Background: an optimization exercise with open tools, aiming at small area, a short achievable clock period and few clock cycles. Do not read the settings as production practice. At most, simulation tests tie the RTL to the original design; equivalence was not proved. Power and IR drop assume default switching activity.

==> flow/design.v (excerpt) <==
module cab_bridge_top (
  input  logic        clk,
  input  logic        rst_n,
  input  logic [31:0] maddr,
  input  logic [63:0] mwdata,
  input  logic [1:0]  mwr,
  input  logic [1:0]  mreq,
  output logic [1:0]  mrdy,
  output logic [1:0]  mdn,
  output logic [63:0] mrdata,
  input  logic [1:0]  srdy,
  input  logic [1:0]  sack,
  input  logic [31:0] sackdata,
  output logic [1:0]  sreq,
  output logic [31:0] sreqdata
);
export LEC_CHECK = 0
export ABC_AREA = 1
export CAP_MARGIN = 20
export CORE_MARGIN = 2
export CORE_UTILIZATION = 75
export SETUP_SLACK_MARGIN = 3.7
export SLEW_MARGIN = 20
create_clock -name core_clock -period 7.0 [get_ports {clk}]
standard.sh (not shown) runs the stock make flow with config.mk's settings and CLKGATE_MAP_FILE= SYNTH_SCRIPT=/design/flow/synth_recipe.tcl, a recipe that flattens the netlist after the stock synthesis.
==> flow/flow/run.sh <==
#!/bin/bash
# standard layout, with plain buffers on the ports instead of the delay cells
# buffer_ports picks, and a clock tree without dummy loads
set -euo pipefail
bash standard.sh "BUFFER_PORTS_ARGS=-buffer_cell sky130_fd_sc_hd__buf_1" \
  "CTS_ARGS=-sink_clustering_enable -repair_clock_nets -dont_use_dummy_load -sink_clustering_size 30 -buf_list sky130_fd_sc_hd__clkbuf_8 -root_buf sky130_fd_sc_hd__clkbuf_16" \
  finish > standard.log 2>&1
The baseline completed with no timing, DRC or antenna violations.
Testbench counts at the start, summed over its fixed seeds: cycles 37,465.
Edit:
- ABC_AREA: 1 -> not set
Sequential share of layout area is higher by 0.17 points.
Power came out lower by a few percent.
Combinational power came out lower by roughly a tenth.
Core utilization rises by 0.12 points.
Clock power drops slightly.
Setup slack gets worse by 0.011 ns.
Sequential power came out higher by a few percent.
Final cell count shrinks by roughly a tenth.

========
Another version of the RTL of cab_bridge_top (not shown whole).
Size in the first run: about 570 cells after synthesis, about 160 flip-flops, ~240 I/O pins, about 0.0075 mm^2 of cells after synthesis.
export LEC_CHECK = 0
export CAP_MARGIN = 20
export CORE_MARGIN = 2
export CORE_UTILIZATION = 75
export SETUP_SLACK_MARGIN = 3.7
export SLEW_MARGIN = 20
create_clock -name core_clock -period 7.0 [get_ports {clk}]
==> flow/flow/run.sh <==
#!/bin/bash
# standard layout, with plain buffers on the ports instead of the delay cells
# buffer_ports picks, and a clock tree without dummy loads
set -euo pipefail
bash standard.sh "BUFFER_PORTS_ARGS=-buffer_cell sky130_fd_sc_hd__buf_1" \
  "CTS_ARGS=-sink_clustering_enable -repair_clock_nets -dont_use_dummy_load -sink_clustering_size 30 -buf_list {sky130_fd_sc_hd__clkbuf_4 sky130_fd_sc_hd__clkbuf_8} -root_buf sky130_fd_sc_hd__clkbuf_16" \
  finish > standard.log 2>&1
Testbench counts at the start, summed over its fixed seeds: cycles 37,465.
Next try:
==> flow/flow/run.sh (replaced) <==
#!/bin/bash
# standard layout, with plain buffers on the ports instead of the delay cells
# buffer_ports picks, and a clock tree without dummy loads
set -euo pipefail
bash standard.sh "BUFFER_PORTS_ARGS=-buffer_cell sky130_fd_sc_hd__buf_1" \
  "CTS_ARGS=-sink_clustering_enable -repair_clock_nets -dont_use_dummy_load -sink_clustering_size 30 -buf_list sky130_fd_sc_hd__clkbuf_8 -root_buf sky130_fd_sc_hd__clkbuf_16" \
  finish > standard.log 2>&1
--- a/flow/config.mk
+++ b/flow/config.mk
@@ -8,5 +8,5 @@
 export CAP_MARGIN = 20
 export CORE_MARGIN = 2
-export CORE_UTILIZATION = 75
+export CORE_UTILIZATION = 80
 export SETUP_SLACK_MARGIN = 3.7
 export SLEW_MARGIN = 20
The changed run produced a clean layout.
Routed wire length goes up by 33%.
Setup slack degrades by 0.023 ns.
Worst hold slack gains 0.033 ns.
Maximum frequency is lower by 0.68%.
First-iteration DRC count came out higher by 130%.
Register-to-register slack loses 0.35 ns.
Total power rises by 6.6%.
Flip-flop and latch count does not change.
Global-route usage came out higher by 11 points.
Utilization grows by 5.7 points.
Next try:
--- a/flow/config.mk
+++ b/flow/config.mk
@@ -8,5 +8,5 @@
 export CAP_MARGIN = 20
 export CORE_MARGIN = 2
-export CORE_UTILIZATION = 80
+export CORE_UTILIZATION = 70
 export SETUP_SLACK_MARGIN = 3.7
 export SLEW_MARGIN = 20
What happened: Setup slack gets better by 0.037 ns. Clock skew is about the same. Via count falls by 18%. Non-clock buffer count is unchanged. Hold slack gets worse by 0.031 ns. Core utilization falls by 11 points. Global-route usage falls by 15 points.
Next try:
--- a/flow/config.mk
+++ b/flow/config.mk
@@ -8,5 +8,5 @@
 export CAP_MARGIN = 20
 export CORE_MARGIN = 2
-export CORE_UTILIZATION = 70
-export SETUP_SLACK_MARGIN = 3.7
+export CORE_UTILIZATION = 75
+export SETUP_SLACK_MARGIN = 3.6
 export SLEW_MARGIN = 20
Routed wire length goes up by about 1.9%.
Clock skew goes up by 0.0088 ns.
Worst hold slack gets worse by 0.011 ns.
Maximum frequency goes down by 1.5%.
Combinational power barely changes.
Power stays flat.
Next try:
--- a/flow/config.mk
+++ b/flow/config.mk
@@ -9,4 +9,4 @@
 export CORE_MARGIN = 2
 export CORE_UTILIZATION = 75
-export SETUP_SLACK_MARGIN = 3.6
+export SETUP_SLACK_MARGIN = 3.7
 export SLEW_MARGIN = 20
After rerunning:
- The changed run finished clean
- combinational power barely changes
- wire length climbs by about 5.6%
- die area is unchanged
- final cell count increases by 1.1%

========
cab_bridge_top, a different RTL version from the one above (not shown whole).
Size: roughly 610 cells after synthesis, ~7800 um2 of cells after synthesis.
export LEC_CHECK = 0
export CAP_MARGIN = 20
export CORE_MARGIN = 2
export CORE_UTILIZATION = 75
export SETUP_SLACK_MARGIN = 3.8
export SLEW_MARGIN = 20
create_clock -name core_clock -period 7.0 [get_ports {clk}]
==> flow/flow/run.sh <==
#!/bin/bash
# standard layout, with plain buffers on the ports instead of the delay cells
# buffer_ports picks, and a clock tree without dummy loads
set -euo pipefail
bash standard.sh "BUFFER_PORTS_ARGS=-buffer_cell sky130_fd_sc_hd__buf_1" \
  "CTS_ARGS=-sink_clustering_enable -repair_clock_nets -dont_use_dummy_load -sink_clustering_size 30 -buf_list sky130_fd_sc_hd__clkbuf_8 -root_buf sky130_fd_sc_hd__clkbuf_16" \
  finish > standard.log 2>&1
The starting point passed the timing, DRC and antenna checks.
Next try:
--- a/flow/flow/run.sh
+++ b/flow/flow/run.sh
@@ -6 +6 @@
-  "CTS_ARGS=-sink_clustering_enable -repair_clock_nets -dont_use_dummy_load -sink_clustering_size 30 -buf_list sky130_fd_sc_hd__clkbuf_8 -root_buf sky130_fd_sc_hd__clkbuf_16" \
+  "CTS_ARGS=-sink_clustering_enable -repair_clock_nets -dont_use_dummy_load -sink_clustering_size 24 -sink_clustering_max_diameter 120 -buf_list sky130_fd_sc_hd__clkbuf_8 -root_buf sky130_fd_sc_hd__clkbuf_16" \
Settings changed: SETUP_SLACK_MARGIN 3.8 to 3.7.
Result: The new run passed the timing, DRC and antenna checks; non-clock buffer count went down by 8; power falls by 1.1%; count of clock-buffer cells in the layout does not change; die area stays the same; utilization falls by 0.98 points; routed wire length shrinks by 5.4%.
Next try:
==> flow/flow/run.sh (replaced) <==
#!/bin/bash
# standard layout, with plain buffers on the ports instead of the delay cells
# buffer_ports picks, and a clock tree without dummy loads
set -euo pipefail
bash standard.sh "BUFFER_PORTS_ARGS=-buffer_cell sky130_fd_sc_hd__buf_1" \
  "CTS_ARGS=-sink_clustering_enable -repair_clock_nets -dont_use_dummy_load -sink_clustering_size 30 -buf_list sky130_fd_sc_hd__clkbuf_8 -root_buf sky130_fd_sc_hd__clkbuf_16" \
  finish > standard.log 2>&1
Design area does not change; clock-buffer cell count is unchanged; setup slack does not change; die area is unchanged; area after synthesis stays the same; final cell count is unchanged; wire length stays the same; core utilization stays the same; global-route usage does not change; power is unchanged; via count does not change.
No run of this note included a check of the RTL's function; only the layout flow was run.

========
Another version of the RTL of cab_bridge_top (not shown whole).
For scale: roughly 920 cells after synthesis, roughly 12000 sq um of cells after synthesis.
Settings: LEC_CHECK=0, CAP_MARGIN=20, CORE_MARGIN=2, CORE_UTILIZATION=65, CTS_BUF_LIST=sky130_fd_sc_hd__clkbuf_4, CTS_CLUSTER_SIZE=20, SETUP_SLACK_MARGIN=3, SLEW_MARGIN=20; clock period 7.0 ns.
==> flow/flow/run.sh <==
#!/bin/bash
# standard layout, with plain buffers on the ports instead of the delay cells buffer_ports picks
set -euo pipefail
bash standard.sh "BUFFER_PORTS_ARGS=-buffer_cell sky130_fd_sc_hd__buf_2" finish > standard.log 2>&1
Then changed:
CORE_UTILIZATION = 40   (was 65)
CTS_BUF_LIST = unset   (was sky130_fd_sc_hd__clkbuf_4)
CTS_CLUSTER_SIZE = unset   (was 20)
SETUP_SLACK_MARGIN = 4   (was 3)
What happened: The new run produced a clean layout. Via count is higher by 1.7%. Setup slack gets better by 0.30 ns. Design area is higher by 13%. Critical path depth stays the same. Clock skew is lower by 0.016 ns. Power is higher by 18%. Die area is higher by 60%. Final cell count is higher by 12%. Sequential power is lower by about 2%.
Then changed:
SETUP_SLACK_MARGIN = 3   (was 4)
=> Global-route usage decreases by 1.9 points. Cell area decreases by 11%. Flip-flop and latch count does not change. Core utilization decreases by 5.7 points.
Function was not checked in any run of this note: the RTL went through the layout flow alone.

========
## indigo
Another version of the RTL of cab_bridge_top (not shown whole).
Size in the first run: roughly 650 cells after synthesis, ~170 flip-flops, ~240 I/O pins.
Settings: LEC_CHECK=0, CAP_MARGIN=20, CORE_MARGIN=2, CORE_UTILIZATION=65, SETUP_SLACK_MARGIN=3.5, SLEW_MARGIN=20; clock period 7.0 ns.
==> flow/flow/run.sh <==
#!/bin/bash
# standard layout, with plain buffers on the ports instead of the delay cells
# buffer_ports picks, and a clock tree without dummy loads
set -euo pipefail
bash standard.sh "BUFFER_PORTS_ARGS=-buffer_cell sky130_fd_sc_hd__buf_1" \
  "CTS_ARGS=-sink_clustering_enable -repair_clock_nets -dont_use_dummy_load -sink_clustering_size 30 -buf_list sky130_fd_sc_hd__clkbuf_8 -root_buf sky130_fd_sc_hd__clkbuf_16" \
  finish > standard.log 2>&1
The following lists how tundra was set up differently from indigo:
Settings: CORE_UTILIZATION changed from 65 to 75; SETUP_SLACK_MARGIN changed from 3.5 to 3.7.
### Flow results
- tundra finished every step from synthesis to the final layout, and the layout passed the timing, DRC and antenna checks.
- Delta (tundra minus indigo): switching component of the power increased 4.5%; final cell count lower.
- Compared with indigo, tundra shows wire length of the first global-routing pass higher by 1.2 mm.
- tundra vs indigo, capturing instance or port of the critical path: mrdy[0] vs mrdy[1]
- Going from indigo to tundra, DRC violations left saw little to no change, internal power saw an increase.
No functional check of the RTL was part of any run of this note.

========
Another version of the RTL of cab_bridge_top (not shown whole).
Size: ~250 flip-flops, about 240 I/O pins, ~0.011 mm² of cells after synthesis.
make LEC_CHECK=0 CAP_MARGIN=20 CORE_MARGIN=2 CORE_UTILIZATION=40 SETUP_SLACK_MARGIN=3 SLEW_MARGIN=20 finish   # period 7.0 ns
run.sh (not shown) runs the stock make flow with config.mk's settings and CLKGATE_MAP_FILE= SYNTH_SCRIPT=/design/flow/synth_recipe.tcl, a recipe that flattens the netlist after the stock synthesis.
Stock flow here: none of the scripts above is used.
Testbench counts at the start, summed over its fixed seeds: cycles 32,600.
Next try:
==> flow/flow/run.sh (new file) <==
#!/bin/bash
# standard layout, with plain buffers on the ports instead of the delay cells buffer_ports picks
set -euo pipefail
bash standard.sh "BUFFER_PORTS_ARGS=-buffer_cell sky130_fd_sc_hd__buf_2" finish > standard.log 2>&1
==> flow/standard.sh (new file) <==
#!/bin/bash
# synth_recipe.tcl (not shown) runs the flow's synth.tcl, then flattens the netlist and writes it again
# the make line also repeats each setting of config.mk as NAME=value (left out here)
make -C /OpenROAD-flow-scripts/flow DESIGN_CONFIG=/design/flow/config.mk WORK_HOME=/design/flow/orfs CLKGATE_MAP_FILE= SYNTH_SCRIPT=/design/flow/synth_recipe.tcl "${@:-finish}"
removed: flow/run.sh
Setup slack gains 0.072 ns.
Sequential share of layout area grows by 5.0 points.
Total power shrinks by about 7%.
Routed wire length shrinks by 7.4%.
Next try:
==> flow/flow/run.sh (replaced) <==
#!/bin/bash
# standard layout, with plain buffers on the ports instead of the delay cells buffer_ports picks
set -euo pipefail
bash standard.sh "BUFFER_PORTS_ARGS=-buffer_cell sky130_fd_sc_hd__buf_4" finish > standard.log 2>&1
Clock-buffer cell count grows by 12.
Setup slack is worse by 0.032 ns.
Wire length goes up by 5.1%.
Cell area goes up by about 4.6%.
Power rises by about 4%.
Synthesized cell count does not change.
Critical path depth is unchanged.
Via count climbs by about 2.1%.
Utilization increases by 2.3 points.

## static timing again, ports no longer ideal
In the flow no input, the clock included, has a driving cell. The finished layouts below were timed again as built, in two steps.
Step 1 sets driving cells, clkbuf_16 on the clock port and buf_2 on the other inputs (assumed; they add their load-dependent delay and slew).
Step 2 also shifts input and output timing later by t, the mid clock arrival at the registers, as if the neighbouring blocks saw the same clock.
a / b / c = no drivers / after step 1 / after step 2; a / b = the first two.
run | t, ns | slack for setup (ns) | pins driven straight from the clock port
the first run of note 1 | 0.413 | 3.643 / 3.624 / 3.419 | 1
the second run of note 1 | 0.393 | 3.632 / 3.594 / 3.302 | 1
the first run of note 2 | 0.401 | 3.650 / 3.608 / 3.318 | 1
the second run of note 2 | 0.404 | 3.628 / 3.583 / 3.270 | 1
the third run of note 2 | 0.394 | 3.664 / 3.623 / 3.423 | 1
the fourth run of note 2 | 0.396 | 3.614 / 3.583 / 3.284 | 1
the fifth run of note 2 | 0.401 | 3.650 / 3.608 / 3.318 | 1
the first run of note 3 | 0.399 | 3.643 / 3.593 / 3.497 | 1
the second run of note 3 | 0.401 | 3.697 / 3.647 / 3.383 | 1
the third run of note 3 | 0.401 | 3.697 / 3.647 / 3.383 | 1
the first run of note 4 | 0.658 | 3.234 / 3.201 / 2.850 | 1
the second run of note 4 | 0.581 | 3.536 / 3.496 / 3.496 | 1
the third run of note 4 | 0.579 | 3.319 / 3.280 / 2.830 | 1
indigo | 0.408 | 3.542 / 3.501 / 3.187 | 1
tundra | 0.411 | 3.592 / 3.544 / 3.293 | 1
the first run of note 6 | 0.589 | 3.068 / 3.035 / 2.623 | 1
the second run of note 6 | 0.573 | 3.140 / 3.102 / 2.671 | 1
the third run of note 6 | 0.571 | 3.108 / 2.940 / 2.512 | 1
After both steps setup and hold are still met in every run listed. For the third run of note 6, which loses most, drivers alone change the setup slack by -0.168 ns; drivers and shift together by -0.596 ns.
